Background: an optimization exercise with open tools, aiming at small area. Do not read the settings as production practice. In this exercise RTL edits were held to simulation tests only and were not proved equivalent to the original. Power is estimated from default activity; no workload was simulated.

Design piano_top, start of the top module:
module piano_top (
    input  logic       clk,
    input  logic       rst,
    input  logic       sck,
    input  logic       sdi,
    output logic       dclk,
    output logic       data,
    output logic       load,
    output logic       ldac,
    output logic [2:0] voice_active,
    output logic [2:0] voice_done
);
Size: ~830 cells after synthesis, ~180 flip-flops, roughly 14 I/O pins, roughly 8000 um2 of cells after synthesis.
clock: 10.0 ns
lec_check: 0
cap_margin: 20
core_margin: 2
core_utilization: 40
slew_margin: 20
standard.sh (not shown) runs the stock make flow with config.mk's settings and CLKGATE_MAP_FILE= SYNTH_SCRIPT=/design/flow/synth_recipe.tcl, a recipe that flattens the netlist after the stock synthesis.
==> flow/flow/run.sh <==
#!/bin/bash
# Own layout flow: the standard flow (standard.sh) with
# - ABC's buffers removed at floorplan, and every combinational cell then put
#   at its smallest drive strength (flow/downsize.tcl); repair_design and
#   repair_timing size up again where needed,
# - the smallest buffer on each port,
# - a clock tree without dummy loads.
# Each tool's output goes to a log file here.
set -e
export CTS_ARGS="-sink_clustering_enable -repair_clock_nets -buf_list sky130_fd_sc_hd__clkbuf_8 -dont_use_dummy_load"
export REMOVE_ABC_BUFFERS=1
export BUFFER_PORTS_ARGS="-buffer_cell sky130_fd_sc_hd__buf_1"
bash standard.sh floorplan > standard_floorplan.log 2>&1
RES_DIR=$(pwd)/orfs/results/sky130hd/piano_top/base openroad -no_init -exit flow/downsize.tcl > downsize.log 2>&1
bash standard.sh > standard.log 2>&1
==> flow/flow/downsize.tcl <==
# Puts every combinational cell of the floorplanned netlist at its smallest
# drive strength; placement's repair_design sizes up again where slew,
# capacitance or fanout need it, and timing repair where timing needs it.
set plat $::env(FLOW_HOME)/platforms/sky130hd
set res $::env(RES_DIR)
read_db $res/2_floorplan.odb
read_liberty $plat/lib/sky130_fd_sc_hd__tt_025C_1v80.lib
read_sdc $res/2_floorplan.sdc
set n 0
set saved 0.0
foreach inst [get_cells *] {
  set ref [get_property $inst ref_name]
  if {![regexp {^(sky130_fd_sc_hd__[a-z0-9]+)_([0-9]+)$} $ref -> base drv]} { continue }
  if {[regexp {df|dl|sdf|edf|tap|fill|decap|conb|clkbuf|clkinv|clkdly} $base]} { continue }
  set best $ref
  set cur [get_lib_cells */$ref]
  set best_area [get_property $cur area]
  foreach cand [get_lib_cells */${base}_*] {
    set cname [get_property $cand name]
    if {![regexp "^${base}_\[0-9\]+\$" $cname]} { continue }
    if {[regexp {lpflow|probe} $cname]} { continue }
    set a [get_property $cand area]
    if {$a < $best_area} { set best $cname; set best_area $a }
  }
  if {$best ne $ref} {
    set saved [expr {$saved + [get_property $cur area] - $best_area}]
    replace_cell $inst $best
    incr n
  }
}
puts "downsized $n cells, [format %.1f $saved] um2"
write_db $res/2_floorplan.odb
Edit:
--- a/flow/flow/run.sh
+++ b/flow/flow/run.sh
@@ -8,5 +8,5 @@
 # Each tool's output goes to a log file here.
 set -e
-export CTS_ARGS="-sink_clustering_enable -repair_clock_nets -buf_list sky130_fd_sc_hd__clkbuf_8 -dont_use_dummy_load"
+export CTS_ARGS="-sink_clustering_enable -repair_clock_nets -buf_list sky130_fd_sc_hd__clkbuf_16 -sink_clustering_size 40 -sink_clustering_max_diameter 150 -dont_use_dummy_load"
 export REMOVE_ABC_BUFFERS=1
 export BUFFER_PORTS_ARGS="-buffer_cell sky130_fd_sc_hd__buf_1"
After rerunning: The new run completed without violations; final cell count does not change; worst setup slack improved by 0.023 ns; routed wire length increases by 0.38%; via count hardly moves; synthesized cell count does not change.

* * *

piano_top, a different RTL version from the one above (not shown whole).
For scale: roughly 1000 cells after synthesis, about 180 flip-flops, ~14 I/O pins, roughly 0.0082 sq mm of cells after synthesis.
clock: 10.0 ns
lec_check: 0
abc_area: 1
cap_margin: 20
core_margin: 2
core_utilization: 40
slew_margin: 20
==> flow/flow/run.sh <==
#!/bin/bash
# Own layout flow: the standard flow (standard.sh) with a leaner clock
# tree (no dummy loads), small port buffers, ABC's buffers removed and
# power recovery (downsizing of cells off the critical path).
set -e
cp standard.sh standard_sh.txt
export CTS_ARGS="-sink_clustering_enable -repair_clock_nets -buf_list sky130_fd_sc_hd__clkbuf_8 -dont_use_dummy_load"
export RECOVER_POWER=100
export REMOVE_ABC_BUFFERS=1
export BUFFER_PORTS_ARGS="-buffer_cell sky130_fd_sc_hd__buf_1"
bash standard.sh > standard.log 2>&1
The starting point finished but fails on capacitance limit, slew limit.
Next try:
==> flow/flow/run.sh (replaced) <==
#!/bin/bash
# Own layout flow: the standard flow (standard.sh) with a clock tree
# without dummy loads, the smallest buffer on each port and ABC's buffers
# removed before placement. Each tool's output goes to a log file here.
set -e
export CTS_ARGS="-sink_clustering_enable -repair_clock_nets -buf_list sky130_fd_sc_hd__clkbuf_8 -dont_use_dummy_load"
export REMOVE_ABC_BUFFERS=1
export BUFFER_PORTS_ARGS="-buffer_cell sky130_fd_sc_hd__buf_1"
bash standard.sh > standard.log 2>&1
--- a/flow/config.mk
+++ b/flow/config.mk
@@ -6,5 +6,4 @@
 export NUM_CORES = 4
 export LEC_CHECK = 0
-export ABC_AREA = 1
 export CAP_MARGIN = 20
 export CORE_MARGIN = 2
- With this change the flow finished clean
- routed wire length drops by 6.9%
- synthesized cell count drops by 19%
- final area came out lower by 1.2%
- non-clock buffer count drops by 1
- combinational power decreases by 31%
- global-route usage is lower by 1.0 points
- fmax went down by 11%
- worst setup slack is worse by 0.77 ns
- core utilization increases by 0.75 points

## port drivers added, routing unchanged
The results above use ideal ports. As a check the final layouts listed here were re-extracted and re-timed, cells and wires unchanged. Step 1 assumes that a clkbuf_16 drives the clock port and a buf_2 every other input. Step 2 times the ports against the registers' clock, not the clock port: input delays grow and output delays shrink by t, the midpoint of the rising clock arrivals with the driver on. Slacks: ideal ports / drivers / drivers and shift; pairs: ideal ports / drivers.
| run | shift t [ns] | slack for setup (ns) | worst hold slack (ns) | worst setup path at the end | latest minus earliest clock arrival (ns) |
|---|---|---|---|---|---|
| the first run of note 1 | 0.476 | 2.867 / 2.867 / 2.867 | 0.375 / 0.375 / 0.375 | register to register | 0.047 / 0.047 |
| the second run of note 1 | 0.453 | 2.891 / 2.891 / 2.891 | 0.373 / 0.373 / 0.373 | register to register | 0.032 / 0.032 |
| the first run of note 2 | 0.474 | 3.977 / 3.977 / 3.776 | 0.427 / 0.427 / 0.427 | input to register | 0.047 / 0.048 |
| the second run of note 2 | 0.468 | 3.211 / 3.211 / 3.211 | 0.433 / 0.433 / 0.433 | register to register | 0.034 / 0.034 |
For the first run of note 2, which loses most, drivers alone change the setup slack by 0.000 ns; drivers and shift together by -0.201 ns.
